This is an optimization exercise on Yosys and OpenROAD, whose aim is small area and few clock cycles per item, not a production implementation. Function was checked by simulation only, so behaviour that the tests miss may differ from the original. Power and IR drop assume default switching activity.

`flow/standard.sh`:
```
#!/bin/bash
# synth_recipe.tcl (not shown) runs the flow's synth.tcl, then flattens the netlist and writes it again
# the make line also repeats each setting of config.mk as NAME=value (left out here)
make -C /OpenROAD-flow-scripts/flow DESIGN_CONFIG=/design/flow/config.mk WORK_HOME=/design/flow/orfs CLKGATE_MAP_FILE= SYNTH_SCRIPT=/design/flow/synth_recipe.tcl "${@:-finish}"
```
`flow/constraint.sdc`:
```
create_clock -name core_clock -period 6.0 [get_ports {clock}]
set_input_delay 1.2000 -clock core_clock [delete_from_list [all_inputs] [get_ports {clock}]]
set_output_delay 1.2000 -clock core_clock [all_outputs]
set_load 0.01 [all_outputs]
```
`flow/design.v`:
```
package ols_pkg;
   localparam int OLS_DEPTH     = 16;
   localparam int OLS_WORD_BITS = 32;
   localparam int OP_BITS     = 3;
   localparam int VALUE_BITS  = 32;
   localparam int POS_BITS    = 6;
   localparam int STATUS_BITS = 3;
   localparam int COUNT_BITS  = 5;
   localparam logic [VALUE_BITS-1:0] NEG_ONE = '1;
   typedef enum logic [OP_BITS-1:0] {
      OP_PUSH_BACK    = 3'd0,
      OP_POP_BACK     = 3'd1,
      OP_PUSH_FRONT   = 3'd2,
      OP_POP_FRONT    = 3'd3,
      OP_INSERT_AFTER = 3'd4,
      OP_READ_AT      = 3'd5,
      OP_FIND         = 3'd6
   } ols_op_type;
   typedef enum logic [STATUS_BITS-1:0] {
      ST_OK       = 3'd0,
      ST_INDEX    = 3'd1,
      ST_EMPTY    = 3'd2,
      ST_NOTFOUND = 3'd3,
      ST_FULL     = 3'd4
   } ols_status_type;
   typedef struct packed {
      logic load_new;
      logic take_prev;
      logic take_next;
   } ols_cell_ctl_type;
endpackage
import ols_pkg::*;
module ordered_list_store (
   input  logic                          clock,
   input  logic                          reset,
   input  logic                          req_valid,
   output logic                          req_ready,
   input  logic        [OP_BITS-1:0]     req_operation,
   input  logic signed [VALUE_BITS-1:0]  req_value,
   input  logic signed [POS_BITS-1:0]    req_position,
   output logic                          rsp_valid,
   input  logic                          rsp_ready,
   output logic signed [VALUE_BITS-1:0]  rsp_result_word,
   output logic        [STATUS_BITS-1:0] rsp_status,
   output logic        [COUNT_BITS-1:0]  rsp_count
);
   localparam int D = 16;
   logic [4:0]  count_ff;
   logic [3:0]  ord   [D];
   logic [31:0] slot  [D];
   logic         rsp_valid_ff;
   logic [2:0]   rsp_status_ff;
   logic [D-1:0] rsp_vec_ff;
   logic         rsp_find;        
   logic        accept;
   assign req_ready = !rsp_valid_ff || rsp_ready;
   assign accept    = req_valid && req_ready;
   logic [2:0]  op;
   logic        is_ins, is_pop, is_popf, is_read, is_find;
   logic        full, empty;
   logic        pos_neg, pos_lt;      
   logic        ins_ok, pop_ok, read_ok;
   logic [4:0]  q;                    
   logic [3:0]  ridx;                 
   logic [3:0]  rslot;
   assign op      = req_operation;
   assign is_ins  = (op == 3'd0) || (op == 3'd2) || (op == 3'd4);
   assign is_pop  = (op == 3'd1) || (op == 3'd3);
   assign is_popf = (op == 3'd3);
   assign is_read = (op == 3'd5);
   assign is_find = (op == 3'd6);
   assign full    = count_ff[4];
   assign empty   = (count_ff == 5'd0);
   assign pos_neg = req_position[5];
   assign pos_lt  = pos_neg || ({1'b0, req_position[4:0]} < {1'b0, count_ff});
   always_comb begin
      ins_ok = 1'b0;
      q      = 5'd0;
      unique case (op)
         3'd0: begin q = count_ff; ins_ok = !full; end
         3'd2: begin q = 5'd0;     ins_ok = !full; end
         3'd4: begin
            q      = req_position[4:0] + 5'd1;
            ins_ok = !full && pos_lt && (!pos_neg || req_position == 6'h3f);
         end
         default: ;
      endcase
   end
   assign pop_ok  = is_pop && !empty;
   assign read_ok = is_read && !pos_neg && pos_lt;
   assign ridx    = (op == 3'd1) ? (count_ff[3:0] - 4'd1) :
                    (op == 3'd3) ? 4'd0 : req_position[3:0];
   assign rslot   = ord[ridx];
   logic [D-1:0] hit;
   always_comb
      for (int s = 0; s < D; s++) hit[s] = (slot[s] == req_value);
   logic [2:0]   st;
   logic [D-1:0] vec;
   always_comb begin
      st     = 3'd0;
      vec    = '0;
      if (is_ins) begin
         if (op == 3'd4 && !(pos_lt && (!pos_neg || req_position == 6'h3f))) st = 3'd1;
         else if (full) st = 3'd4;
      end else if (is_pop) begin
         if (empty) st = 3'd2;
         else begin vec = D'(1) << rslot; end
      end else if (is_read) begin
         if (!read_ok) st = 3'd1;
         else begin vec = D'(1) << rslot; end
      end else if (is_find) begin
         st  = 3'd3;                  
         vec = hit;
      end
   end
   logic do_ins, do_popf;
   assign do_ins  = accept && ins_ok;
   assign do_popf = accept && pop_ok && is_popf;
   always_ff @(posedge clock) begin
      for (int i = 0; i < D; i++) begin
         if (reset) ord[i] <= 4'(i);
         else if (do_ins && 5'(i) >= q) ord[i] <= (5'(i) == q) ? ord[D-1] : ord[(i+D-1)%D];
         else if (do_popf) ord[i] <= ord[(i+1)%D];
      end
   end
   always_ff @(posedge clock) begin
      for (int s = 0; s < D; s++)
         if (do_ins && ord[D-1] == 4'(s)) slot[s] <= req_value;
   end
   always_ff @(posedge clock) begin
      if (reset) begin
         count_ff     <= '0;
         rsp_valid_ff <= 1'b0;
      end else begin
         if (accept) begin
            count_ff     <= count_ff + 5'(ins_ok) - 5'(pop_ok);
            rsp_valid_ff <= 1'b1;
         end else if (rsp_ready) begin
            rsp_valid_ff <= 1'b0;
         end
      end
   end
   always_ff @(posedge clock) begin
      if (accept) begin
         rsp_status_ff <= st;
         rsp_vec_ff    <= vec;
      end
   end
   assign rsp_find = (rsp_status_ff == 3'd3);
   logic [D-1:0] hpos;
   logic [3:0]   fidx;
   logic         found;
   always_comb begin
      for (int p = 0; p < D; p++)
         hpos[p] = rsp_find && rsp_vec_ff[ord[p]] && (5'(p) < count_ff);
      found = |hpos;
      fidx  = 4'd0;
      for (int p = D - 1; p >= 0; p--) if (hpos[p]) fidx = 4'(p);
   end
   logic [31:0] slot_word;
   always_comb begin
      slot_word = '0;
      for (int s = 0; s < D; s++)
         slot_word = slot_word | (slot[s] & {32{!rsp_find && rsp_vec_ff[s]}});
   end
   assign rsp_valid       = rsp_valid_ff;
   assign rsp_status      = rsp_status_ff & {3{!found}};
   assign rsp_count       = count_ff;
   assign rsp_result_word = slot_word | {32{|rsp_status}} | {28'b0, fidx};
endmodule
```
`flow/config.mk`:
```
export PLATFORM = sky130hd
export DESIGN_NAME = ordered_list_store
export DESIGN_NICKNAME = ordered_list_store
export VERILOG_FILES = /design/flow/design.v
export SDC_FILE = /design/flow/constraint.sdc
export NUM_CORES = 4
export LEC_CHECK = 0
export CAP_MARGIN = 10
export CORE_MARGIN = 2
export CORE_UTILIZATION = 40
export GPL_TIMING_DRIVEN = 0
export SLEW_MARGIN = 10
```
`flow/flow/run.sh`:
```
#!/bin/bash
# Own layout flow: the standard flow (standard.sh) with three changes.
#  1. Synthesis is ORFS's own, run by standard.sh, with an area-oriented ABC
#     mapping script in place of the speed script (a copy of ORFS's scripts
#     folder with only abc_speed.script replaced); registers are unchanged.
#  2. Port buffers are buf_2 cells.
#  3. The clock tree uses clkbuf_16 only, larger sink clusters and no dummy
#     loads.
# Each tool's output goes to the ORFS logs under orfs/logs and to the
# flow_*.log files here.
set -euo pipefail
cd "$(dirname "$0")/.."
W=$PWD
rm -rf "$W/scripts_area"
cp -r "$FLOW_HOME/scripts" "$W/scripts_area"
cat > "$W/scripts_area/abc_speed.script" <<'ABC'
&get -n
&st
&dch -f
&nf -a -R 1000
&put
ABC
bash standard.sh SCRIPTS_DIR="$W/scripts_area" synth > flow_synth.log 2>&1
bash standard.sh \
  "CTS_ARGS=-sink_clustering_enable -repair_clock_nets -dont_use_dummy_load -buf_list sky130_fd_sc_hd__clkbuf_16 -sink_clustering_size 35 -sink_clustering_max_diameter 90" \
  "BUFFER_PORTS_ARGS=-buffer_cell sky130_fd_sc_hd__buf_2" \
  finish > flow_layout.log 2>&1
```
==> flow_summary.json, run 1 <==
{
  "synth_top_family_by_area": "XOR/XNOR gates",
  "grt_pass1_vias": 21660,
  "clk_latency_ps": 700,
  "hpwl_mm": 65.39,
  "final_hold_viol_count": 0,
  "placed_cells": 3591,
  "required_ps": 4800,
  "syn_area_per_cell_um2": 12.85,
  "period_share": 0.9615,
  "setup.worst_path.start": "rsp_vec_ff[4]",
  "antenna_found_initial": 0,
  "dieArea_um2": 80250,
  "cp.arrival_ps": 4570,
  "slew_viol_final": 0,
  "std_cell_rows": 102,
  "ys_types": 49,
  "die_h_um": 283.3,
  "ys_top_cells_by_area": "edfxtp_1 (51%), xnor2_1 (14%), mux4_2 (5.6%)",
  "critPathBufInv": 3,
  "fin_crit_ps": 5769,
  "rsz0062_at_grt": "false",
  "viasPerCell": 6.203,
  "worstMarginPinSlew_ps": 1181,
  "gp_congestion": 0.9494,
  "synth-compound-area-share": 0.1069,
  "vdd_drop_max_mv": 0.2573,
  "nNetsFinal": 2656,
  "cts_hold_buf": 0,
  "outcome": "timing/DRC/antenna clean",
  "htreeDepth": 1,
  "path_clk_slew_ps": 90,
  "antenna_left": 0,
  "slew_headroom": 0.2057,
  "grt_overflow": 0,
  "syn_inst": 2428,
  "cts_made_buffers": 31,
  "finClkSkew_ps": 115.1,
  "slowest_delay_ps": 990,
  "tns_ps": 0,
  "grt_first_pass_wirelength_mm": 140.1,
  "yosysWarnings": 3,
  "leakagePower_nw": 10.21,
  "endpoint_kind": "output pin",
  "numClockSinks": 601,
  "wire_per_inst_um": 25.92,
  "criticalPathCategory": "reg2out",
  "reg2reg_from": "count_ff[2]",
  "route.vias.total": 22520,
  "ios": 87,
  "clockBufferDepth": 3,
  "synth_top_area_frac": 0.5111,
  "drc": 0,
  "ys.flop_type": "edfxtp_1",
  "crit_slowest_cell": "edfxtp_1",
  "cp_max_fo": 17,
  "synthArstFlopShare": 0,
  "start_kind": "flop",
  "holdWs_ps": 531.1,
  "utilization": 0.4470,
  "grt_usage": 0.2269,
  "start_util": 0.4034,
  "synth_nets": 2493,
  "drtIter0Drc": 2871,
  "p_total_mw": 8.292,
  "numPortBuffers": 86,
  "cts-root-buf": "clkbuf_16",
  "chipWidth_um": 283.3,
  "synthAdderAreaFrac": 0.008261,
  "min_from": "rsp_valid_ff",
  "dr.pass1.iters": 9,
  "drive_above_1_share": 0.1093,
  "synthMuxAreaShare": 0.07002,
  "grt_start_max_net_pins": 71,
  "path_cells": "mux4_2 -> mux2i_1 -> o21ai_0 -> and3_1 -> or3_1 -> nor2_1 -> and3_1 -> nor3_4 -> buf_6 -> buf_6 -> nand3_1 -> buf_2",
  "synth-simple-area-share": 0.1106,
  "hp-class": "reg2reg",
  "cts_tree": "yes",
  "yosysTopAreaCell": "edfxtp_1",
  "area_growth_pct": 10.82,
  "fmax_ghz": 0.1733,
  "powerDensity_nw_per_um2": 239.8,
  "coreArea_um2": 77340,
  "cp_top_family": "simple AND/OR/NAND/NOR gates",
  "cap_violations": 0,
  "synth_area_um2": 31200,
  "yosysSeqAreaShare": 0.5560,
  "wirelength_mm": 94.08,
  "finalSetupViolations": 0,
  "synth_xor_area_frac": 0.1451,
  "synth-edff-count": 531,
  "final_cells": 3630,
  "synth_seq_cells": 601
}
==> routing by layer <==
layer	part of all wire	GRT usage	routed length (um)
met3	0.077	0.03148	7275
met4	0.042	0.08108	3969
met5	0	0	0
met2	0.46	0.3585	42950
met1	0.42	0.3197	39890
==> worst min-delay path, cell delays in order, from the launching register on <==
cell and delay (ps):
dfxtp_1 310, nand2b_1 100, a21oi_1 70
==> cells in the final DEF (no fill, tap or decap), types with 18 or more instances in the layout <==
cell type,netlist,layout
xor2_1,35,35
mux4_2,77,77
a221o_1,20,20
a21oi_1,96,95
buf_4,1,19
a221oi_1,40,39
clkinv_1,23,22
a22oi_1,53,53
dfxtp_1,70,66
nor2_1,150,137
nand2_1,199,199
a22o_1,18,18
nand4_1,151,151
mux2i_1,36,36
a222oi_1,100,100
nor4_1,41,40
xnor2_1,482,482
edfxtp_1,531,531
o21ai_0,37,37
ha_1,19,19
clkbuf_16,0,31
buf_2,0,85
nand3_1,84,84
a211o_1,21,21
==> flip-flops by register name, summed over array words and instances (netlist names) <==
| name | cells |
|---|---|
| count_ff | 5 |
| ord | 64 |
| rsp_status_ff | 3 |
| rsp_valid_ff | 1 |
| rsp_vec_ff | 16 |
| slot | 512 |
==> power by group <==
part	leakage (nW)	total [mW]	switching, mW	internal [mW]
logic	4.46	1.30	0.788	0.512
clock network	0.382	2.20	1.29	0.912
registers	5.37	4.79	0.175	4.62
==> layout make-up <==
class	instances	area, um2
well taps	1040	1301
plain buffers	2	11.26
inverters	23	87.58
multi-input cells	1802	13940
diodes	1	2.502
flip-flops and latches	601	17350
clock buffers	31	775.7
fillers	7099	42770
repair buffers	130	1107
==> path summary, 6_finish.rpt <==
path | endpoint | slack [ps] | cells past startpoint
worst max-delay path | rsp_result_word[21] | 230 | 12
worst min-delay path | rsp_valid_ff | 530 | 2
worst min register to register | rsp_valid_ff | 530 | 2
worst max register to register | ord[0][2] | 750 | 16
==> through the flow <==
stage | setup slack [ps] | area, um2
2_1_floorplan | 239.0 | 31200
3_3_place_gp | -4776 | 32940
3_5_place_dp | -1.124 | 33700
4_1_cts | 36.43 | 34480
5_1_grt | 17.33 | 34570
6_report | 230.8 | 34570
==> cells in the mapped netlist (9+ instances only) <==
master	number
edfxtp_1	531
xnor2_1	482
nand2_1	199
nand4_1	151
nor2_1	150
a222oi_1	100
a21oi_1	96
nand3_1	84
mux4_2	77
dfxtp_1	70
a22oi_1	53
nor4_1	41
a221oi_1	40
o21ai_0	37
mux2i_1	36
xor2_1	35
clkinv_1	23
a211o_1	21
and2_0	21
nor3_1	21
a221o_1	20
ha_1	19
a22o_1	18
a211oi_1	13
a31oi_1	9
==> repair_timing <==
action	CTS	global route
pin swaps	0	0
buffers inserted	0	6
gates resized for setup	5	5
endpoints found under the setup margin	31	31
==> cells by family (layout without fill, tap and decap cells) <==
family / after synthesis / count (layout)
mux: 121 / 121
buf+inv: 25 / 186
xor+xnor: 517 / 517
simple gates: 709 / 709
flops: 601 / 601
other cells: 0 / 1
fa+ha+maj: 20 / 20
compound gates: 435 / 435
Testbench counts, summed over its fixed seeds: cycles 16,008, items 16,000.
==> run 2: changes to the inputs <==
--- a/flow/flow/run.sh
+++ b/flow/flow/run.sh
@@ -6,3 +6,4 @@
 #  2. Port buffers are buf_2 cells.
-#  3. The clock tree uses clkbuf_16 only, larger sink clusters and no dummy
+#  3. Repair buffers stop at buf_6 (buf_8 and up are not used).
+#  4. The clock tree uses clkbuf_16 only, larger sink clusters and no dummy
 #     loads.
@@ -23,4 +24,48 @@
 bash standard.sh SCRIPTS_DIR="$W/scripts_area" synth > flow_synth.log 2>&1
+# The platform's don't-use cells, and the larger buffers.
+DONT_USE="
+  sky130_fd_sc_hd__probe_p_8 \
+  sky130_fd_sc_hd__probec_p_8 \
+  sky130_fd_sc_hd__lpflow_bleeder_1 \
+  sky130_fd_sc_hd__lpflow_clkbufkapwr_1 \
+  sky130_fd_sc_hd__lpflow_clkbufkapwr_16 \
+  sky130_fd_sc_hd__lpflow_clkbufkapwr_2 \
+  sky130_fd_sc_hd__lpflow_clkbufkapwr_4 \
+  sky130_fd_sc_hd__lpflow_clkbufkapwr_8 \
+  sky130_fd_sc_hd__lpflow_clkinvkapwr_1 \
+  sky130_fd_sc_hd__lpflow_clkinvkapwr_16 \
+  sky130_fd_sc_hd__lpflow_clkinvkapwr_2 \
+  sky130_fd_sc_hd__lpflow_clkinvkapwr_4 \
+  sky130_fd_sc_hd__lpflow_clkinvkapwr_8 \
+  sky130_fd_sc_hd__lpflow_decapkapwr_12 \
+  sky130_fd_sc_hd__lpflow_decapkapwr_3 \
+  sky130_fd_sc_hd__lpflow_decapkapwr_4 \
+  sky130_fd_sc_hd__lpflow_decapkapwr_6 \
+  sky130_fd_sc_hd__lpflow_decapkapwr_8 \
+  sky130_fd_sc_hd__lpflow_inputiso0n_1 \
+  sky130_fd_sc_hd__lpflow_inputiso0p_1 \
+  sky130_fd_sc_hd__lpflow_inputiso1n_1 \
+  sky130_fd_sc_hd__lpflow_inputiso1p_1 \
+  sky130_fd_sc_hd__lpflow_inputisolatch_1 \
+  sky130_fd_sc_hd__lpflow_isobufsrc_1 \
+  sky130_fd_sc_hd__lpflow_isobufsrc_16 \
+  sky130_fd_sc_hd__lpflow_isobufsrc_2 \
+  sky130_fd_sc_hd__lpflow_isobufsrc_4 \
+  sky130_fd_sc_hd__lpflow_isobufsrc_8 \
+  sky130_fd_sc_hd__lpflow_isobufsrckapwr_16 \
+  sky130_fd_sc_hd__lpflow_lsbuf_lh_hl_isowell_tap_1 \
+  sky130_fd_sc_hd__lpflow_lsbuf_lh_hl_isowell_tap_2 \
+  sky130_fd_sc_hd__lpflow_lsbuf_lh_hl_isowell_tap_4 \
+  sky130_fd_sc_hd__lpflow_lsbuf_lh_isowell_4 \
+  sky130_fd_sc_hd__lpflow_lsbuf_lh_isowell_tap_1 \
+  sky130_fd_sc_hd__lpflow_lsbuf_lh_isowell_tap_2 \
+  sky130_fd_sc_hd__lpflow_lsbuf_lh_isowell_tap_4 \
+  sky130_fd_sc_hd__buf_8 \
+  sky130_fd_sc_hd__buf_12 \
+  sky130_fd_sc_hd__buf_16 \
+  sky130_fd_sc_hd__bufbuf_8 \
+  sky130_fd_sc_hd__bufbuf_16"
 bash standard.sh \
-  "CTS_ARGS=-sink_clustering_enable -repair_clock_nets -dont_use_dummy_load -buf_list sky130_fd_sc_hd__clkbuf_16 -sink_clustering_size 35 -sink_clustering_max_diameter 90" \
+  "DONT_USE_CELLS=$(echo $DONT_USE)" \
+  "CTS_ARGS=-sink_clustering_enable -repair_clock_nets -dont_use_dummy_load -buf_list sky130_fd_sc_hd__clkbuf_16 -sink_clustering_size 30 -sink_clustering_max_diameter 80" \
   "BUFFER_PORTS_ARGS=-buffer_cell sky130_fd_sc_hd__buf_2" \
--- a/flow/config.mk
+++ b/flow/config.mk
@@ -11,2 +11,3 @@
 export GPL_TIMING_DRIVEN = 0
+export PLACE_DENSITY = 0.7
 export SLEW_MARGIN = 10
==> run 2 against run 1 <==
Still clean on timing, DRC and antenna. Critical path depth is 1 lower. Combinational power about the same. Cell count down 0.14%. Critical path type unchanged. Largest power group unchanged.
==> flow_summary.json, run 2 <==
{
  "outcome": "timing/DRC/antenna clean",
  "syn_inst": 2428,
  "largest_register_ffs": 512,
  "gp_congestion": 0.9731,
  "cts_made_buffers": 36,
  "finClkSkew_ps": 71.33,
  "grt_start_max_net_pins": 71,
  "required_ps": 4800,
  "finalSetupViolations": 0,
  "drtIter0Drc": 3115,
  "std_cell_rows": 102,
  "cp.arrival_ps": 4620,
  "drc": 0,
  "ys_types": 49,
  "hpwl_mm": 63.24,
  "clockBufferDepth": 3,
  "synth_seq_cells": 601,
  "dr.pass1.iters": 9,
  "ios": 87,
  "ys.flop_type": "edfxtp_1",
  "area_growth_pct": 10.13,
  "powerDensity_nw_per_um2": 245.6,
  "fin_crit_ps": 5821,
  "die_h_um": 283.3,
  "cts-root-buf": "clkbuf_16",
  "route.vias.total": 22730,
  "start_util": 0.4034,
  "slew_viol_final": 0,
  "fill_cells": 7027,
  "dieArea_um2": 80250,
  "rrSetupSlack_ps": 720,
  "grt_overflow": 0,
  "viasPerCell": 6.271,
  "rsz0062_at_grt": "false",
  "wirelength_mm": 91.72,
  "post-synth-top-count-cell": "edfxtp_1",
  "p_total_mw": 8.438,
  "htreeDepth": 2,
  "cap_violations": 0,
  "ff_latch_area_um2": 17350,
  "start_kind": "flop",
  "synth-edff-count": 531,
  "reg2reg_depth": 16,
  "final_common_cell": "edfxtp_1",
  "reg2reg_from": "count_ff[2]",
  "criticalPathCategory": "reg2out",
  "drive_above_1_share": 0.1083,
  "period_share": 0.9701,
  "cts_tree": "yes",
  "grt_first_pass_wirelength_mm": 136.3,
  "grt_usage": 0.2201,
  "syn_area_per_cell_um2": 12.85,
  "clk_latency_ps": 600,
  "synth_nets": 2493,
  "synth_top_area_frac": 0.5111,
  "synth_area_um2": 31200,
  "nNetsFinal": 2652,
  "endpoint_kind": "output pin",
  "ys_top_cells_by_area": "edfxtp_1 (51%), xnor2_1 (14%), mux4_2 (5.6%)",
  "antenna_found_initial": 3,
  "numClockSinks": 601,
  "path_clk_slew_ps": 50,
  "hold_depth": 2,
  "vdd_drop_max_mv": 0.1730,
  "min_to": "rsp_valid_ff",
  "cp_top_family": "compound AO/OA/AOI/OAI gates",
  "cp_max_fo": 32,
  "yosysWarnings": 3,
  "reg2reg_to": "ord[0][1]",
  "synthArstFlopShare": 0,
  "numPortBuffers": 86,
  "min_from": "rsp_valid_ff",
  "worstMarginPinSlew_ps": 1186,
  "final_hold_viol_count": 0,
  "final_cell_mix": "edfxtp_1 (531), xnor2_1 (482), nand2_1 (199), nand4_1 (151), nor2_1 (137)",
  "hp-class": "reg2reg",
  "coreArea_um2": 77340,
  "largestRegisters": "slot: 512 flops, ord: 64 flops, rsp_vec_ff: 16 flops",
  "slew_headroom": 0.2018,
  "path_cells": "or2_0 -> and2_2 -> a222oi_1 -> clkinv_1 -> a221oi_1 -> nand3_1 -> a221o_1 -> a221o_1 -> a221oi_1 -> nand3_1 -> buf_2",
  "yosysSeqAreaShare": 0.5560,
  "top_register": "slot",
  "grt_pass1_vias": 21930,
  "slowest_delay_ps": 740,
  "critPathBufInv": 2,
  "wire_per_inst_um": 25.30,
  "crit_slowest_cell": "a222oi_1",
  "diodes": 0,
  "fin_ws_ps": 179.5,
  "dp_slack_ps": 55.46,
  "antenna_left": 0,
  "yosysTopAreaCell": "edfxtp_1",
  "fmax_ghz": 0.1718,
  "leakagePower_nw": 10.14,
  "chipWidth_um": 283.3,
  "yosys-top-cells-count": "edfxtp_1 (531), xnor2_1 (482), nand2_1 (199)",
  "multi_input_area_um2": 13930,
  "postCtsSetupBuffers": 0
}
[run 2: cell counts after synthesis]
No cell type changed its count.
[run 2: worst max-delay path by stage]
stage / cells after the start / slack, ps / endpoint / startpoint
2_1_floorplan: 10 / 240 / slot[3][0] / req_position[4]
3_3_place_gp: 10 / -4940 / rsp_result_word[21] / ord[15][2]
3_5_place_dp: 16 / 60 / ord[0][0] / req_position[3]
4_1_cts: 13 / 30 / rsp_result_word[0] / ord[15][3]
5_1_grt: 14 / 20 / rsp_result_word[0] / rsp_status_ff[2]
6_report: 11 / 180 / rsp_result_word[21] / rsp_status_ff[2]
[run 2: logic make-up (layout without fill, tap and decap cells)]
logic type                 Yosys count  in the layout  synth area share
and+or+nand+nor                    709            709            0.1106
DFF                                601            601            0.5560
xor gates and xnor gates           517            517            0.1451
AOI/OAI and AO/OA                  435            435            0.1069
muxes                              121            121           0.07002
buffers and inverters               25            182          0.003128
adders and majority gates           20             20          0.008262
[run 2: cell type report]
class | count | share of cell area
Sequential cell | 601 | 0.5050
Multi-Input combinational cell | 1802 | 0.4056
Tap cell | 1040 | 0.03787
Clock buffer | 36 | 0.02622
Timing Repair Buffer | 121 | 0.02243
Inverter | 23 | 0.002549
Buffer | 2 | 0.0003277
[run 2: layer usage]
layer,global-route usage,routed length (um),share of wire,vias to the layer above
li1,-,-,-,9955
met1,0.3009,37380,0.41,11270
met2,0.3463,41640,0.45,1285
met3,0.03728,8259,0.090,222
met4,0.09471,4418,0.048,4
met5,0,27,0.00029,-
[run 2: what timing repair did]
item / 4_1_cts / 5_1_grt
cloned: 0 / 0
endpoints found under the hold margin: 0 / 0
setup endpoints to repair: 13 / 26
pin swaps: 0 / 0
gates resized for setup: 3 / 5
hold buffers: 0 / 0
[run 2: power breakdown]
part / internal, mW / total [mW] / switching (mW) / leakage [nW]
logic: 0.496 / 1.27 / 0.774 / 4.32
clock network: 1.07 / 2.37 / 1.30 / 0.444
registers: 4.62 / 4.80 / 0.179 / 5.37
total: 6.19 / 8.44 / 2.25 / 10.1
[run 2: worst register-to-register path: cells and delay by family (launching register included)]
family,cells,cell delay [ps]
AND/OR/NAND/NOR,9,3200
flip-flops,1,590
buffers and inverters,1,330
adder cells (fa/ha/maj),1,370
AO/OA/AOI/OAI,5,640
[run 2: metrics by stage]
step                setup TNS [ps]  std cells  hold slack (ps)  instance area (um2)    util
finish                           0       3625            520.1                34360  0.4443
global placement           -840410       3554            498.4                32940  0.4259
global route                     0       3625            553.0                34360  0.4443
floorplan                        0       2428            477.1                31200       -
detailed placement               0       3589            523.2                33430  0.4322
CTS                              0       3625            532.0                34340  0.4440
==> run 3: changes to the inputs <==
--- a/flow/config.mk
+++ b/flow/config.mk
@@ -11,3 +11,2 @@
 export GPL_TIMING_DRIVEN = 0
-export PLACE_DENSITY = 0.7
 export SLEW_MARGIN = 10
==> run 3 against run 2 <==
Still clean on timing, DRC and antenna. Global-route usage rose by 0.77 points. Design area rose by 0.12%. Sequential share of layout area fell by 0.059 points. Synthesized cell count unchanged. Setup slack better by 94 ps. Synthesized area unchanged. First-iteration DRC count down 13%. Maximum frequency is 1.6% higher. Hold slack better by 11 ps. Critical endpoint unchanged. Largest cell class unchanged. Largest power group unchanged.
==> flow_summary.json, run 3 <==
{
  "crit_slowest_cell": "edfxtp_1",
  "hold_depth": 2,
  "gp_congestion": 0.9494,
  "required_ps": 4800,
  "viasPerCell": 6.199,
  "cap_violations": 0,
  "fmax_ghz": 0.1746,
  "synthMuxAreaShare": 0.07002,
  "synthAdderAreaFrac": 0.008261,
  "std_cell_rows": 102,
  "ys_types": 49,
  "final_hold_viol_count": 0,
  "grt_pass1_vias": 21660,
  "clk_latency_ps": 590,
  "largest_register_ffs": 512,
  "slew_headroom": 0.2512,
  "clockBufferDepth": 3,
  "drive_above_1_share": 0.1089,
  "hp-class": "reg2reg",
  "drc": 0,
  "p_total_mw": 8.498,
  "synth-compound-area-share": 0.1069,
  "synth_seq_cells": 601,
  "cp_max_fo": 17,
  "yosysTopAreaCell": "edfxtp_1",
  "dpl_cell_area_um2": 33440,
  "slew_viol_final": 0,
  "synthArstFlopShare": 0,
  "finClkSkew_ps": 94.51,
  "hpwl_mm": 65.09,
  "vdd_drop_max_mv": 0.2100,
  "cts_tree": "yes",
  "fin_ws_ps": 273.6,
  "syn_area_per_cell_um2": 12.85,
  "cp.arrival_ps": 4530,
  "yosysSeqAreaShare": 0.5560,
  "nNetsFinal": 2656,
  "rsz0062_at_grt": "false",
  "yosysWarnings": 3,
  "grt_usage": 0.2278,
  "path_clk_slew_ps": 110,
  "dr.pass1.iters": 9,
  "area_growth_pct": 10.25,
  "synth-edff-count": 531,
  "reg2reg_depth": 16,
  "chipWidth_um": 283.3,
  "reg2reg_to": "ord[0][2]",
  "coreArea_um2": 77340,
  "ys_top_cells_by_area": "edfxtp_1 (51%), xnor2_1 (14%), mux4_2 (5.6%)",
  "min_from": "rsp_valid_ff",
  "synth_nets": 2493,
  "cts_made_buffers": 37,
  "synth_area_um2": 31200,
  "drtIter0Drc": 2721,
  "grt_overflow": 0,
  "numClockSinks": 601,
  "numPortBuffers": 86,
  "fin_area_um2": 34400,
  "ys.flop_type": "edfxtp_1",
  "yosys-top-cells-count": "edfxtp_1 (531), xnor2_1 (482), nand2_1 (199)",
  "grt_start_max_net_pins": 71,
  "dieArea_um2": 80250,
  "dp_slack_ps": 76.02,
  "route.vias.total": 22500,
  "worstMarginPinSlew_ps": 1123,
  "htreeDepth": 2,
  "synth_top_family_by_area": "XOR/XNOR gates",
  "endpoint_kind": "output pin",
  "path_cells": "mux4_2 -> mux2i_1 -> o21ai_0 -> and3_1 -> or3_1 -> nor2_1 -> and3_1 -> nor3_4 -> buf_4 -> buf_6 -> nand3_1 -> buf_2",
  "final_cell_mix": "edfxtp_1 (531), xnor2_1 (482), nand2_1 (199), nand4_1 (151), nor2_1 (137)",
  "period_share": 0.9544,
  "cts_hold_buf": 0,
  "postCtsSetupBuffers": 0,
  "die_h_um": 283.3,
  "fin_crit_ps": 5726,
  "top_register": "slot",
  "synth_top_area_frac": 0.5111,
  "finalSetupViolations": 0,
  "wire_per_inst_um": 25.89,
  "synth-simple-area-share": 0.1106,
  "largestRegisters": "slot: 512 flops, ord: 64 flops, rsp_vec_ff: 16 flops",
  "final_common_cell": "edfxtp_1",
  "start_kind": "flop",
  "worst_path_most_repeated_cell": "and3_1",
  "powerDensity_nw_per_um2": 247.0,
  "rrSetupSlack_ps": 750,
  "cts-root-buf": "clkbuf_16",
  "reg2reg_from": "count_ff[2]",
  "diodes": 0,
  "min_to": "rsp_valid_ff",
  "post-synth-top-count-cell": "edfxtp_1",
  "wirelength_mm": 93.94,
  "outcome": "timing/DRC/antenna clean",
  "start_util": 0.4034,
  "grt_first_pass_wirelength_mm": 140.1,
  "antenna_left": 0,
  "leakagePower_nw": 10.16,
  "slowest_delay_ps": 970,
  "syn_inst": 2428,
  "synth_xor_area_frac": 0.1451,
  "antenna_found_initial": 0,
  "criticalPathCategory": "reg2out",
  "ios": 87
}
## run 3: cell counts after synthesis
No cell type changed its count.
## run 3: final cells by class
type / instances / area [um2]
Multi-Input combinational cell: 1802 / 13930
Clock buffer: 37 / 925.9
Tap cell: 1040 / 1301
Timing Repair Buffer: 124 / 790.8
Buffer: 2 / 11.26
Sequential cell: 601 / 17350
Fill cell: 7076 / 42940
Inverter: 23 / 87.58
## run 3: power by group
part           total (mW)  switching, mW  internal, mW
registers            4.80          0.180          4.62
logic                1.28          0.777         0.498
clock network        2.42           1.32          1.10
total                8.50           2.28          6.22
## run 3: cells by family after synthesis
family / count (synthesis)
and+or+nand+nor: 709
DFF: 601
xor gates and xnor gates: 517
AOI/OAI and AO/OA: 435
muxes: 121
buffers and inverters: 25
adders and majority gates: 20
## run 3: worst max-delay path by stage
stage                               start             endpoint  slack [ps]  depth (start not counted)
after floorplan           req_position[4]           slot[3][0]         240                         10
after global placement         ord[15][2]  rsp_result_word[17]       -4780                         10
after detailed placement  req_position[2]            ord[0][2]          80                         16
after CTS                      ord[15][1]  rsp_result_word[21]          20                         12
after global routing          count_ff[4]  rsp_result_word[21]          80                         15
final                       rsp_vec_ff[5]  rsp_result_word[21]         270                         12
## run 3: worst max-delay path, delay by kind of cell, from the launching register on
family,cells,cell delay [ps]
and+or+nand+nor,6,1300
DFF,1,970
buffers and inverters,3,710
muxes,2,470
AOI/OAI and AO/OA,1,480
## run 3: repair_timing
| item | 4_1_cts | 5_1_grt |
|---|---|---|
| resized for setup | 4 | 6 |
| setup endpoints to repair | 31 | 19 |
| pin swaps | 0 | 0 |
## run 3: per-stage QoR
| step | instances | hold slack (ps) | setup TNS (ps) | utilization |
|---|---|---|---|---|
| 2_1_floorplan | 2428 | 477.1 | 0 | - |
| 3_3_place_gp | 3554 | 506.9 | -903850 | 0.4259 |
| 3_5_place_dp | 3591 | 530.8 | 0 | 0.4324 |
| 4_1_cts | 3628 | 535.3 | 0 | 0.4445 |
| 5_1_grt | 3629 | 571.1 | 0 | 0.4448 |
| 6_report | 3629 | 530.8 | 0 | 0.4448 |
## run 3: routing by layer
layer / wire length (um) / global-route usage / up-vias
met5: 0 / 0 / -
li1: - / - / 9963
met3: 7534 / 0.03422 / 176
met4: 3912 / 0.08545 / 0
met1: 39490 / 0.3195 / 11270
met2: 43010 / 0.3580 / 1084
==> run 4: changes to the inputs <==
--- a/flow/config.mk
+++ b/flow/config.mk
@@ -10,3 +10,4 @@
 export CORE_UTILIZATION = 40
-export GPL_TIMING_DRIVEN = 0
+export GPL_TIMING_DRIVEN = 1
+export PLACE_DENSITY = 0.8
 export SLEW_MARGIN = 10
==> run 4 against run 3 <==
Still clean. Synthesized area unchanged. Sequential share of layout area rose by 0.29 points. Clock power shrank 12%. Total power shrank 3.1%. Via count rose by 5.2%. First-iteration DRC count is 64% higher. Largest power group unchanged. Synthesized cell count unchanged. Global-route usage up 0.73 points. Non-clock buffer count rose by 35. Combinational power rose by 4%. Register-to-register slack better by 310 ps.
==> flow_summary.json, run 4 <==
{
  "outcome": "timing/DRC/antenna clean",
  "numClockSinks": 601,
  "grt_pass1_vias": 22310,
  "switchingPower_mw": 2.255,
  "placed_cells": 3626,
  "start_util": 0.4034,
  "cap_violations": 0,
  "dr.pass1.iters": 14,
  "worstMarginPinSlew_ps": 1258,
  "yosysTopAreaCell": "edfxtp_1",
  "cts_tree": "yes",
  "route.vias.total": 23660,
  "gp_congestion": 1.047,
  "grt_usage": 0.2351,
  "period_share": 0.9586,
  "cp_max_fo": 25,
  "final_cell_mix": "edfxtp_1 (531), xnor2_1 (482), nand2_1 (199), nand4_1 (151), buf_2 (147)",
  "diodes": 0,
  "cp.arrival_ps": 4550,
  "criticalPathCategory": "reg2out",
  "synth_area_um2": 31200,
  "viasPerCell": 6.471,
  "final_common_cell": "edfxtp_1",
  "ys.flop_type": "edfxtp_1",
  "ys_top_cells_by_area": "edfxtp_1 (51%), xnor2_1 (14%), mux4_2 (5.6%)",
  "fmax_ghz": 0.1739,
  "clkPwrFrac": 0.257,
  "top_register": "slot",
  "switching_share": 0.2739,
  "std_cell_rows": 102,
  "hpwl_mm": 67.85,
  "grt_first_pass_wirelength_mm": 144.7,
  "clk_latency_ps": 660,
  "rrSetupSlack_ps": 1060,
  "area_growth_pct": 9.601,
  "finClkSkew_ps": 121.9,
  "dieArea_um2": 80250,
  "htreeDepth": 1,
  "synth_top_area_frac": 0.5111,
  "yosysSeqAreaShare": 0.5560,
  "start_kind": "flop",
  "drc": 0,
  "final_hold_viol_count": 0,
  "synth_nets": 2493,
  "largestRegisters": "slot: 512 flops, ord: 64 flops, rsp_vec_ff: 16 flops",
  "clockBufferDepth": 3,
  "leakagePower_nw": 10.18,
  "wirelength_mm": 98.20,
  "ios": 87,
  "pwr-share-comb": 0.161,
  "antenna_found_initial": 2,
  "grt_overflow": 0,
  "antenna_left": 0,
  "grt_start_max_net_pins": 60,
  "intPower_mw": 5.979,
  "chipWidth_um": 283.3,
  "ctsResizeCount": 0,
  "required_ps": 4800,
  "finalSetupViolations": 0,
  "yosys-top-cells-count": "edfxtp_1 (531), xnor2_1 (482), nand2_1 (199)",
  "endpoint_kind": "output pin",
  "drtIter0Drc": 4449,
  "final_cells": 3656,
  "post-synth-top-count-cell": "edfxtp_1",
  "cts-root-buf": "clkbuf_16",
  "nNetsFinal": 2683,
  "fin_crit_ps": 5751,
  "synth-edff-count": 531,
  "hp-class": "reg2reg",
  "vdd_drop_max_mv": 0.2907,
  "slew_headroom": 0.1611,
  "drive_above_1_share": 0.1097,
  "cts_made_buffers": 29,
  "synth_seq_cells": 601,
  "largest_register_ffs": 512,
  "postCtsSetupBuffers": 0,
  "rsz0062_at_grt": "false",
  "die_h_um": 283.3,
  "wire_per_inst_um": 26.86,
  "powerDensity_nw_per_um2": 240.8,
  "tns_ps": 0,
  "synthArstFlopShare": 0,
  "syn_inst": 2428,
  "path_clk_slew_ps": 60,
  "coreArea_um2": 77340,
  "cts_hold_buf": 0,
  "yosysWarnings": 3,
  "syn_area_per_cell_um2": 12.85,
  "ys_types": 49,
  "p_seq_frac": 0.582,
  "slew_viol_final": 0,
  "numPortBuffers": 86
}
run 4: power by group through the flow:
| stage | sequential [mW] | combinational, mW | clock, mW |
|---|---|---|---|
| 2_1_floorplan | 4.81 | 0.780 | 0 |
| 3_3_place_gp | 4.87 | 1.27 | 0 |
| 3_5_place_dp | 4.87 | 1.29 | 0 |
| 4_1_cts | 4.78 | 1.30 | 2.13 |
| 5_1_grt | 4.80 | 1.41 | 2.26 |
| 6_report | 4.79 | 1.33 | 2.12 |
run 4: path summary, 6_finish.rpt:
| path | start | end | cells after the start |
|---|---|---|---|
| worst max register to register | count_ff[2] | slot[3][1] | 12 |
| worst min register to register | rsp_valid_ff | rsp_valid_ff | 2 |
| worst max-delay path | rsp_status_ff[2] | rsp_result_word[10] | 11 |
| worst min-delay path | rsp_valid_ff | rsp_valid_ff | 2 |
run 4: cell families after synthesis:
family,count (synthesis),share of synthesized area
muxes,121,0.07002
adders and majority gates,20,0.008262
AOI/OAI and AO/OA,435,0.1069
xor gates and xnor gates,517,0.1451
buffers and inverters,25,0.003128
and+or+nand+nor,709,0.1106
DFF,601,0.5560
run 4: cell type report:
type | count | area (um2)
fillers | 6901 | 43150
repair buffers | 161 | 838.3
flip-flops and latches | 601 | 17350
inverters | 23 | 86.33
well taps | 1040 | 1301
clock buffers | 29 | 725.7
multi-input cells | 1802 | 13900
run 4: critical path, cell delays in order, from the launching register on:
cell and delay, ps:
edfxtp_1 440, or2_0 470, and2_1 670, a222oi_1 510
a21boi_0 310, nand3_1 150, a221o_1 280, a221o_1 260
a221o_1 270, a221oi_1 250, nand2_1 200, buf_2 200
run 4: per-layer routing:
metal | global-route usage | share of wire | vias up
met1 | 0.3199 | 0.37 | 11510
met4 | 0.09140 | 0.046 | 2
met2 | 0.3689 | 0.46 | 1858
li1 | - | - | 10020
met5 | 0 | 0.00013 | -
met3 | 0.04936 | 0.13 | 261
run 4: stage by stage:
step	setup WS (ps)	hold WS (ps)	total power [mW]	util	instance area, um2
2_1_floorplan	239.0	477.1	5.591	-	31200
6_report	248.7	525.1	8.234	0.4421	34190
5_1_grt	12.57	566.1	8.460	0.4421	34190
3_3_place_gp	1004	503.6	6.140	0.4326	33460
3_5_place_dp	929.0	522.5	6.162	0.4326	33460
4_1_cts	392.3	530.4	8.199	0.4420	34180
==> run 5: changes to the inputs <==
--- a/flow/flow/run.sh
+++ b/flow/flow/run.sh
@@ -5,3 +5,3 @@
 #     folder with only abc_speed.script replaced); registers are unchanged.
-#  2. Port buffers are buf_2 cells.
+#  2. Port buffers are buf_1 cells.
 #  3. Repair buffers stop at buf_6 (buf_8 and up are not used).
@@ -70,3 +70,3 @@
   "CTS_ARGS=-sink_clustering_enable -repair_clock_nets -dont_use_dummy_load -buf_list sky130_fd_sc_hd__clkbuf_16 -sink_clustering_size 30 -sink_clustering_max_diameter 80" \
-  "BUFFER_PORTS_ARGS=-buffer_cell sky130_fd_sc_hd__buf_2" \
+  "BUFFER_PORTS_ARGS=-buffer_cell sky130_fd_sc_hd__buf_1" \
   finish > flow_layout.log 2>&1
==> run 5 against run 4 <==
Critical path type unchanged. Total power rose by 0.29%. Via count up 0.25%. Largest power group unchanged. Clock power about the same.
==> flow_summary.json, run 5 <==
{
  "outcome": "timing/DRC/antenna clean",
  "gp_congestion": 1.020,
  "cts_made_buffers": 29,
  "ys_top_cells_by_area": "edfxtp_1 (51%), xnor2_1 (14%), mux4_2 (5.6%)",
  "slowest_delay_ps": 710,
  "rrSetupSlack_ps": 1470,
  "start_util": 0.4034,
  "clk_latency_ps": 670,
  "std_cell_rows": 102,
  "path_cells": "mux4_2 -> nor2b_1 -> a31oi_1 -> o21ai_0 -> and3_1 -> or3_1 -> nor2_1 -> and3_1 -> nor3_4 -> buf_4 -> buf_2 -> nand4_1 -> buf_1",
  "yosysTopAreaCell": "edfxtp_1",
  "endpoint_kind": "output pin",
  "hp-class": "reg2reg",
  "cp_top_family": "simple AND/OR/NAND/NOR gates",
  "synth_seq_cells": 601,
  "htreeDepth": 1,
  "slew_viol_final": 0,
  "vdd_drop_max_mv": 0.2457,
  "numPortBuffers": 86,
  "drc": 0,
  "crit_slowest_cell": "edfxtp_1",
  "worstMarginPinSlew_ps": 1278,
  "antenna_found_initial": 2,
  "chipWidth_um": 283.3,
  "synth_nets": 2493,
  "tns_ps": 0,
  "period_share": 0.9602,
  "reg2reg_depth": 16,
  "route.vias.total": 23720,
  "ys_types": 49,
  "slew_headroom": 0.1483,
  "criticalPathCategory": "reg2out",
  "hpwl_mm": 66.69,
  "cts-root-buf": "clkbuf_16",
  "path_clk_slew_ps": 120,
  "synthArstFlopShare": 0,
  "finClkSkew_ps": 130.3,
  "cap_violations": 0,
  "synth_top_area_frac": 0.5111,
  "reg2reg_to": "ord[10][2]",
  "leakagePower_nw": 10.14,
  "wirelength_mm": 96.41,
  "yosysSeqAreaShare": 0.5560,
  "grt_overflow": 0,
  "syn_inst": 2428,
  "ios": 87,
  "fmax_ghz": 0.1736,
  "min_from": "rsp_valid_ff",
  "drtIter0Drc": 4757,
  "die_h_um": 283.3,
  "final_common_cell": "edfxtp_1",
  "worst_path_most_repeated_cell": "and3_1",
  "nNetsFinal": 2692,
  "ys.flop_type": "edfxtp_1",
  "critPathBufInv": 3,
  "yosys-top-cells-count": "edfxtp_1 (531), xnor2_1 (482), nand2_1 (199)",
  "cts_tree": "yes",
  "largestRegisters": "slot: 512 flops, ord: 64 flops, rsp_vec_ff: 16 flops",
  "top_register": "slot",
  "hold_depth": 2,
  "required_ps": 4800,
  "antenna_left": 0,
  "drive_above_1_share": 0.09371,
  "largest_register_ffs": 512,
  "synth-edff-count": 531,
  "numClockSinks": 601,
  "area_growth_pct": 9.577,
  "syn_area_per_cell_um2": 12.85,
  "powerDensity_nw_per_um2": 241.6,
  "viasPerCell": 6.471,
  "wire_per_inst_um": 26.31,
  "final_cell_mix": "edfxtp_1 (531), xnor2_1 (482), nand2_1 (199), nand4_1 (151), nor2_1 (137)",
  "yosysWarnings": 3,
  "placed_cells": 3631,
  "min_to": "rsp_valid_ff",
  "cts_hold_buf": 0,
  "dieArea_um2": 80250,
  "final_hold_viol_count": 0,
  "clockBufferDepth": 3,
  "cp.arrival_ps": 4560,
  "cp_max_fo": 17,
  "final_cells": 3665,
  "dr.pass1.iters": 9,
  "rsz0062_at_grt": "false",
  "synth_area_um2": 31200,
  "utilization": 0.4420,
  "coreArea_um2": 77340,
  "grt_start_max_net_pins": 60,
  "fin_crit_ps": 5761,
  "grt_first_pass_wirelength_mm": 143.3,
  "start_kind": "flop",
  "diodes": 0,
  "grt_usage": 0.2308,
  "post-synth-top-count-cell": "edfxtp_1",
  "reg2reg_from": "count_ff[4]",
  "finalSetupViolations": 0,
  "grt_pass1_vias": 22260
}
==> run 5: cell counts after synthesis <==
Identical to the previous run, type by type.
==> run 5: cell type report <==
class / instances / area (um2)
Fill cell: 7008 / 43150
Clock buffer: 29 / 725.7
Tap cell: 1040 / 1301
Multi-Input combinational cell: 1802 / 13900
Inverter: 23 / 86.33
Sequential cell: 601 / 17350
Timing Repair Buffer: 170 / 823.3
==> run 5: cell families (layout without fill, tap and decap cells) <==
group / after synthesis / in the layout / share of synthesized area
mux: 121 / 121 / 0.07002
simple gates: 709 / 709 / 0.1106
flops: 601 / 601 / 0.5560
buf+inv: 25 / 222 / 0.003128
xor+xnor: 517 / 517 / 0.1451
fa+ha+maj: 20 / 20 / 0.008262
compound gates: 435 / 435 / 0.1069
==> run 5: stage by stage <==
step | setup WS (ps) | hold slack, ps | total power [mW] | cell area [um2]
finish | 238.8 | 522.8 | 8.258 | 34190
global route | 41.36 | 550.6 | 8.480 | 34190
CTS | 154.4 | 531.2 | 8.209 | 34150
detailed placement | 542.0 | 525.6 | 6.152 | 33420
global placement | 693.2 | 508.0 | 6.124 | 33420
floorplan | 239.0 | 477.1 | 5.591 | 31200
==> run 5: routing by layer <==
layer	global-route usage	vias up	part of all wire
met2	0.3549	1786	0.44
met3	0.05628	255	0.13
met4	0.08307	4	0.043
met5	0	-	0.00029
li1	-	10050	-
met1	0.3177	11620	0.38
==> run 5: where the power goes <==
| part | switching, mW | internal, mW | leakage, nW |
|---|---|---|---|
| clock | 1.28 | 0.860 | 0.357 |
| combinational | 0.837 | 0.503 | 4.41 |
| sequential | 0.158 | 4.62 | 5.37 |
==> run 5: timing repair <==
action                     4_1_cts  5_1_grt
pin swaps                        0        2
buffers inserted                 0        5
setup endpoints to repair        1       18
resized for setup                1        5
==> run 5: worst max-delay path by stage <==
stage	from	to	slack, ps	depth (start not counted)
after floorplan	req_position[4]	slot[3][0]	240	10
after global placement	rsp_status_ff[2]	rsp_result_word[15]	690	13
after detailed placement	rsp_status_ff[2]	rsp_result_word[15]	540	13
after CTS	rsp_status_ff[2]	rsp_result_word[15]	150	13
after global routing	rsp_status_ff[2]	rsp_result_word[4]	40	12
final	rsp_vec_ff[14]	rsp_result_word[15]	240	13
==> run 5: worst min-delay path, stage by stage, from the launching register on <==
cell	delay, ps
dfxtp_1	300
nand2b_1	100
a21oi_1	70
==> run 6: changes to the inputs <==
--- a/flow/design.v
+++ b/flow/design.v
@@ -118,9 +118,20 @@
    assign do_popf = accept && pop_ok && is_popf;
-   always_ff @(posedge clock) begin
+   logic [D-1:0] sel_prev, sel_bus, sel_hold;
+   logic         sel_next;
+   logic [3:0]   ord_in [D];
+   always_comb begin
+      sel_next = do_popf && !reset;
       for (int i = 0; i < D; i++) begin
-         if (reset) ord[i] <= 4'(i);
-         else if (do_ins && 5'(i) >= q) ord[i] <= (5'(i) == q) ? ord[D-1] : ord[(i+D-1)%D];
-         else if (do_popf) ord[i] <= ord[(i+1)%D];
+         sel_bus[i]  = do_ins && !reset && (5'(i) == q);
+         sel_prev[i] = do_ins && !reset && (5'(i) > q);
+         sel_hold[i] = !reset && !sel_next && !sel_bus[i] && !sel_prev[i];
+         ord_in[i]   = ({4{sel_prev[i]}} & ord[(i+D-1)%D])
+                     | ({4{sel_next}}    & ord[(i+1)%D])
+                     | ({4{sel_bus[i]}}  & ord[D-1])
+                     | ({4{sel_hold[i]}} & ord[i])
+                     | ({4{reset}}       & 4'(i));
       end
    end
+   always_ff @(posedge clock)
+      for (int i = 0; i < D; i++) ord[i] <= ord_in[i];
    always_ff @(posedge clock) begin
--- a/flow/flow/run.sh
+++ b/flow/flow/run.sh
@@ -5,3 +5,3 @@
 #     folder with only abc_speed.script replaced); registers are unchanged.
-#  2. Port buffers are buf_1 cells.
+#  2. Port buffers are buf_2 cells.
 #  3. Repair buffers stop at buf_6 (buf_8 and up are not used).
@@ -69,4 +69,4 @@
   "DONT_USE_CELLS=$(echo $DONT_USE)" \
-  "CTS_ARGS=-sink_clustering_enable -repair_clock_nets -dont_use_dummy_load -buf_list sky130_fd_sc_hd__clkbuf_16 -sink_clustering_size 30 -sink_clustering_max_diameter 80" \
-  "BUFFER_PORTS_ARGS=-buffer_cell sky130_fd_sc_hd__buf_1" \
+  "CTS_ARGS=-sink_clustering_enable -repair_clock_nets -dont_use_dummy_load -buf_list sky130_fd_sc_hd__clkbuf_16 -sink_clustering_size 24 -sink_clustering_max_diameter 60" \
+  "BUFFER_PORTS_ARGS=-buffer_cell sky130_fd_sc_hd__buf_2" \
   finish > flow_layout.log 2>&1
==> run 6 against run 5 <==
Critical endpoint is now rsp_result_word[18]. Via count is 3.1% lower. Non-clock buffer count is 20 lower. Synthesized area is 1.2% lower. Total power is 5.3% higher. Still clean. Setup slack improved by 15 ps. Hold slack better by 10 ps. First-iteration DRC count decreased by 11%. Cell count down 2.2%. Combinational power is 7% lower. Clock power rose by 23%. Maximum frequency increased by 0.27%. Core utilization increased by 0.60 points.
==> flow_summary.json, run 6 <==
{
  "outcome": "timing/DRC/antenna clean",
  "tns_ps": 0,
  "cp_max_fo": 17,
  "synth_top_area_frac": 0.5175,
  "hp-class": "reg2reg",
  "groute.layer.met2.usage": 0.3566,
  "antenna_left": 0,
  "fmax_ghz": 0.1740,
  "use_met3": 0.04334,
  "chipWidth_um": 281.5,
  "top_register": "slot",
  "route.vias.total": 22980,
  "yosysSeqAreaShare": 0.5630,
  "worstMarginPinSlew_ps": 1191,
  "grt_pass1_vias": 21590,
  "largest_register_ffs": 512,
  "clockBufferDepth": 3,
  "grt_first_pass_wirelength_mm": 136.6,
  "path_cells": "or2_0 -> and2_1 -> buf_2 -> a222oi_1 -> clkinv_1 -> a221oi_1 -> nand3_1 -> a221o_1 -> a221o_1 -> a221oi_1 -> nand3_1 -> buf_2",
  "drive_above_1_share": 0.1143,
  "numClockSinks": 601,
  "start_util": 0.4050,
  "required_ps": 4800,
  "clk_latency_ps": 650,
  "slowest_delay_ps": 600,
  "drc": 0,
  "viasPerCell": 6.411,
  "grt_overflow": 0,
  "grt_usage": 0.2274,
  "slew_headroom": 0.2060,
  "grt_util_met1": 0.3103,
  "coreArea_um2": 76080,
  "ys.flop_type": "edfxtp_1",
  "fill_cells": 6820,
  "dpl_cell_area_um2": 33010,
  "start_kind": "flop",
  "htreeDepth": 2,
  "final_common_cell": "edfxtp_1",
  "cts-root-buf": "clkbuf_16",
  "ys_top_cells_by_area": "edfxtp_1 (52%), xor2_1 (11%), mux4_2 (5.8%)",
  "gp_congestion": 1.004,
  "synth-edff-count": 531,
  "cap_violations": 0,
  "ios": 87,
  "synthArstFlopShare": 0,
  "final_cell_mix": "edfxtp_1 (531), xor2_1 (402), nand2_1 (207), buf_2 (132), a222oi_1 (115)",
  "hpwl_mm": 64.58,
  "antenna_found_initial": 1,
  "wire_per_inst_um": 25.79,
  "period_share": 0.9576,
  "holdWs_ps": 532.8,
  "wirelength_mm": 92.44,
  "cp.arrival_ps": 4550,
  "die_h_um": 281.5,
  "syn_area_per_cell_um2": 13.04,
  "finalSetupViolations": 0,
  "synth_nets": 2428,
  "cts_tree": "yes",
  "yosysWarnings": 4,
  "grt_start_max_net_pins": 44,
  "grt_busiest_layer": "met2",
  "vdd_drop_max_mv": 0.1898,
  "path_clk_slew_ps": 50,
  "powerDensity_nw_per_um2": 255.2,
  "placed_cells": 3541,
  "yosys-top-cells-count": "edfxtp_1 (531), xor2_1 (402), nand2_1 (207)",
  "criticalPathCategory": "reg2out",
  "dieArea_um2": 79260,
  "synth_area_um2": 30810,
  "fin_area_um2": 34090,
  "ys_types": 51,
  "rsz0062_at_grt": "false",
  "endpoint_kind": "output pin",
  "final_cells": 3585,
  "nNetsFinal": 2621,
  "std_cell_rows": 101,
  "cts_made_buffers": 43,
  "leakagePower_nw": 11.07,
  "yosysTopAreaCell": "edfxtp_1",
  "final_hold_viol_count": 0,
  "drtIter0Drc": 4229,
  "numPortBuffers": 86,
  "crit_slowest_cell": "and2_1",
  "synth_seq_cells": 601,
  "area_growth_pct": 10.63,
  "fin_crit_ps": 5746,
  "dr.pass1.iters": 9,
  "slew_viol_final": 0,
  "syn_inst": 2363,
  "post-synth-top-count-cell": "edfxtp_1",
  "finClkSkew_ps": 120.3,
  "largestRegisters": "slot: 512 flops, ord: 64 flops, rsp_vec_ff: 16 flops"
}
run 6: per-layer routing:
metal	vias to the layer above	wire, um
met1	11300	35710
li1	9878	-
met2	1562	42180
met4	0	4299
met5	-	0
met3	238	10250
run 6: metrics by stage:
step	power (mW)	util	worst slack, ps
floorplan	5.567	-	484.2
global placement	6.105	0.4339	1012
detailed placement	6.127	0.4339	917.9
CTS	8.708	0.4480	261.2
global route	8.965	0.4480	52.96
finish	8.699	0.4480	254.3
run 6: path summary, 6_finish.rpt:
| path | from | endpoint | depth (start not counted) | slack, ps |
|---|---|---|---|---|
| setup / recovery | rsp_status_ff[2] | rsp_result_word[18] | 12 | 250 |
| hold / removal | ord[14][3] | ord[14][3] | 2 | 530 |
| setup reg to reg | count_ff[1] | slot[13][18] | 12 | 1360 |
| hold reg to reg | ord[14][3] | ord[14][3] | 2 | 530 |
run 6: cell families after synthesis:
group | after synthesis | synth area share
simple gates | 690 | 0.1103
flops | 601 | 0.5630
buf+inv | 44 | 0.005482
xor+xnor | 500 | 0.1421
fa+ha+maj | 20 | 0.008366
compound gates | 428 | 0.1127
mux | 80 | 0.05807
run 6: repair_timing:
item / CTS / global route
hold buffers: 0 / 0
setup buffers: 0 / 0
setup endpoints to repair: 0 / 1
gates resized for setup: 0 / 1
run 6: report_power, final:
group	total, mW	switching [mW]	internal, mW
sequential	4.83	0.192	4.64
combinational	1.24	0.782	0.459
clock	2.63	1.36	1.26
run 6: area by class of cell:
cell class                 instances  area, um2  area share
clock buffer                      43       1076     0.03157
inverter                          42      157.7    0.004625
tap                             1030       1289     0.03781
sequential                       601      17350      0.5089
antenna                            1      2.502  0.00007342
timing repair buffer             150      795.8     0.02335
multi-input combinational       1718      13420      0.3937
run 6: worst max-delay path, delay by kind of cell (launching register included):
kind	cells	cell delay [ps]
AOI/OAI and AO/OA	5	1440
buffers and inverters	3	690
and+or+nand+nor	4	1410
DFF	1	430
Testbench counts of run 6, summed over its fixed seeds: cycles 16,008, items 16,000.
==> run 7: changes to the inputs <==
--- a/flow/flow/run.sh
+++ b/flow/flow/run.sh
@@ -17,2 +17,11 @@
 cat > "$W/scripts_area/abc_speed.script" <<'ABC'
+&get -n
+&st
+&syn2
+&if -g -K 6
+&synch2
+&dch -f
+&nf -a -R 1000
+&put
+strash
 &get -n
@@ -69,3 +78,3 @@
   "DONT_USE_CELLS=$(echo $DONT_USE)" \
-  "CTS_ARGS=-sink_clustering_enable -repair_clock_nets -dont_use_dummy_load -buf_list sky130_fd_sc_hd__clkbuf_16 -sink_clustering_size 24 -sink_clustering_max_diameter 60" \
+  "CTS_ARGS=-sink_clustering_enable -repair_clock_nets -dont_use_dummy_load -buf_list sky130_fd_sc_hd__clkbuf_16 -sink_clustering_size 25 -sink_clustering_max_diameter 70" \
   "BUFFER_PORTS_ARGS=-buffer_cell sky130_fd_sc_hd__buf_2" \
==> run 7 against run 6 <==
The layout now fails its checks (max-capacitance violations). First-iteration DRC count grew 32%. Clock power is 15% lower. Sequential share of layout area up 0.67 points. Sequential power shrank 1%. Count of clock-buffer cells in the layout fell by 12.
==> flow_summary.json, run 7 <==
{
  "outcome": "complete, but fails checks",
  "so.violations": "max-capacitance violations",
  "ys_types": 52,
  "dpl_cell_area_um2": 32860,
  "ios": 87,
  "top_register": "slot",
  "gp_congestion": 1.053,
  "path_cells": "mux4_2 -> mux4_2 -> and2_0 -> a22oi_1 -> o21ai_0 -> nor2_1 -> o31a_1 -> nand2_4 -> and3_1 -> nand3_1 -> buf_2",
  "syn_inst": 2344,
  "dp_slack_ps": 388.3,
  "grt_overflow": 0,
  "antenna_left": 0,
  "numClockSinks": 601,
  "start_util": 0.4035,
  "coreArea_um2": 75950,
  "std_cell_rows": 101,
  "drtIter0Drc": 5588,
  "final_hold_viol_count": 0,
  "ys.flop_type": "edfxtp_1",
  "crit_slowest_cell": "edfxtp_1",
  "slew_headroom": -0.01075,
  "vdd_drop_max_mv": 0.2593,
  "grt_start_max_net_pins": 44,
  "die_h_um": 280.8,
  "yosysTopAreaCell": "edfxtp_1",
  "dieArea_um2": 78840,
  "largest_register_ffs": 512,
  "cts_made_buffers": 31,
  "yosys-top-cells-count": "edfxtp_1 (531), xnor2_1 (263), xor2_1 (233)",
  "powerDensity_nw_per_um2": 244.9,
  "yosysWarnings": 4,
  "leakagePower_nw": 10.59,
  "fmax_ghz": 0.1722,
  "antenna_found_initial": 3,
  "ff_latch_area_um2": 17350,
  "clk_latency_ps": 680,
  "drc": 0,
  "criticalPathCategory": "reg2out",
  "grt_usage": 0.2652,
  "viasPerCell": 6.861,
  "htreeDepth": 1,
  "finClkSkew_ps": 102.0,
  "drive_above_1_share": 0.1075,
  "worst_path_most_repeated_cell": "mux4_2",
  "synth-edff-count": 531,
  "nNetsFinal": 2589,
  "groute.layer.met2.usage": 0.3974,
  "required_ps": 4800,
  "grt_first_pass_wirelength_mm": 155.0,
  "synth_area_um2": 30650,
  "fin_crit_ps": 5806,
  "finalSetupViolations": 0,
  "hp-class": "reg2reg",
  "grt_busiest_layer": "met2",
  "synth_nets": 2409,
  "numPortBuffers": 86,
  "endpoint_kind": "output pin",
  "fin_area_um2": 33640,
  "slowest_delay_ps": 700,
  "post-synth-top-count-cell": "edfxtp_1",
  "synth_top_area_frac": 0.5203,
  "grt_pass1_vias": 22540,
  "cp_top_family": "simple AND/OR/NAND/NOR gates",
  "rsz0062_at_grt": "false",
  "use_met3": 0.07116,
  "slew_viol_final": 2,
  "cts_tree": "yes",
  "cts-root-buf": "clkbuf_16",
  "utilization": 0.4430,
  "cp.arrival_ps": 4610,
  "fin_ws_ps": 194.3,
  "critPathBufInv": 1,
  "grt_util_met1": 0.3520,
  "hpwl_mm": 74.09,
  "worstMarginPinSlew_ps": 1502,
  "wire_per_inst_um": 30.28,
  "wirelength_mm": 107.6,
  "syn_area_per_cell_um2": 13.07,
  "fill_cells": 6771,
  "cap_violations": 1,
  "yosysSeqAreaShare": 0.5660,
  "synth_seq_cells": 601,
  "ys_top_cells_by_area": "edfxtp_1 (52%), xnor2_1 (7.5%), xor2_1 (6.7%)",
  "area_growth_pct": 9.778,
  "final_cell_mix": "edfxtp_1 (531), xnor2_1 (263), xor2_1 (233), nand2_1 (193), a222oi_1 (129)",
  "clockBufferDepth": 3,
  "tns_ps": 0,
  "cp_max_fo": 22,
  "route.vias.total": 24380,
  "synthArstFlopShare": 0,
  "chipWidth_um": 280.8,
  "postCtsSetupBuffers": 0,
  "period_share": 0.9676,
  "multi_input_area_um2": 13270,
  "dr.pass1.iters": 13,
  "final_common_cell": "edfxtp_1",
  "largestRegisters": "slot: 512 flops, ord: 64 flops, rsp_vec_ff: 16 flops",
  "start_kind": "flop",
  "cts_hold_buf": 0,
  "path_clk_slew_ps": 110
}
==> run 7: what timing repair did <==
item	4_1_cts	5_1_grt
setup endpoints to repair	0	17
hold endpoints to repair	0	0
resized for setup	0	1
==> run 7: metrics by stage <==
| step | hold WS (ps) | power, mW | std cells |
|---|---|---|---|
| after floorplan | 460.3 | 5.471 | 2344 |
| after global placement | 497.8 | 6.024 | 3521 |
| after detailed placement | 515.9 | 6.045 | 3521 |
| after CTS | 526.8 | 8.167 | 3552 |
| after global routing | 559.2 | 8.428 | 3552 |
| final | 523.9 | 8.241 | 3553 |
==> run 7: worst min-delay path: stages, from the launching register on <==
cell and delay, ps:
dfxtp_1 310, nand2b_1 100, a21oi_1 70
==> run 7: per-layer routing <==
layer | up-vias | wire [um] | share of wire
li1 | 9834 | - | -
met1 | 11740 | 36810 | 0.34
met2 | 2396 | 46390 | 0.43
met3 | 405 | 17070 | 0.16
met4 | 6 | 7309 | 0.068
met5 | - | 26 | 0.00024
==> run 7: final timing paths <==
kind	startpoint	to	slack (ps)	cells past startpoint
max	rsp_vec_ff[12]	rsp_result_word[5]	190	11
min	rsp_valid_ff	rsp_valid_ff	520	2
max reg2reg	count_ff[2]	ord[2][1]	560	16
min reg2reg	rsp_valid_ff	rsp_valid_ff	520	2
==> run 7: logic make-up after synthesis <==
kind of cell             synth area share
flip-flops                         0.5660
multiplexers                      0.05467
AO/OA/AOI/OAI                      0.1251
XOR/XNOR                           0.1418
adder cells (fa/ha/maj)          0.008411
AND/OR/NAND/NOR                   0.09823
buffers and inverters            0.005757
==> run 7: cell type report <==
cell class	instances	area share
flip-flops and latches	601	0.5156
multi-input cells	1697	0.3943
well taps	1030	0.03831
repair buffers	149	0.02373
clock buffers	31	0.02306
inverters	44	0.004909
diodes	1	0.00007438
==> run 7: report_power, final <==
group | internal, mW | total, mW | leakage (nW) | switching (mW)
clock network | 0.913 | 2.23 | 0.382 | 1.31
registers | 4.61 | 4.77 | 5.37 | 0.163
logic | 0.433 | 1.25 | 4.84 | 0.812

## what the ideal ports hide
No port has a modelled driver above. Below, the same layouts with a new extraction and two added sets of constraints. Step 1, drivers: a clkbuf_16 drives clock and a buf_2 each remaining input, both assumed. Step 2, shift: input delay + t, output delay - t, t = (earliest + latest rising clock arrival at the registers) / 2. This alone moves slack from input paths to output paths. a / b / c = ideal ports / drivers / drivers and shift; a / b = the first two.
run | t (ns) | setup slack, ns | worst setup path at the end | worst slew at a driven data input, ns
run 1 | 0.696 | 0.231 / 0.163 / 0.271 | input to register | 0.04
run 2 | 0.624 | 0.179 / 0.113 / 0.298 | input to register | 0.05
run 3 | 0.623 | 0.274 / 0.204 / 0.306 | input to register | 0.04
run 4 | 0.660 | 0.249 / 0.186 / 0.753 | input to register | 0.05
run 5 | 0.668 | 0.239 / 0.175 / 0.648 | input to register | 0.06
run 6 | 0.651 | 0.254 / 0.187 / 0.839 | register to output | 0.04
run 7 | 0.699 | 0.194 / 0.127 / 0.151 | input to register | 0.08
For run 7, which loses most, drivers alone change the setup slack by -0.067 ns; drivers and shift together by -0.043 ns.
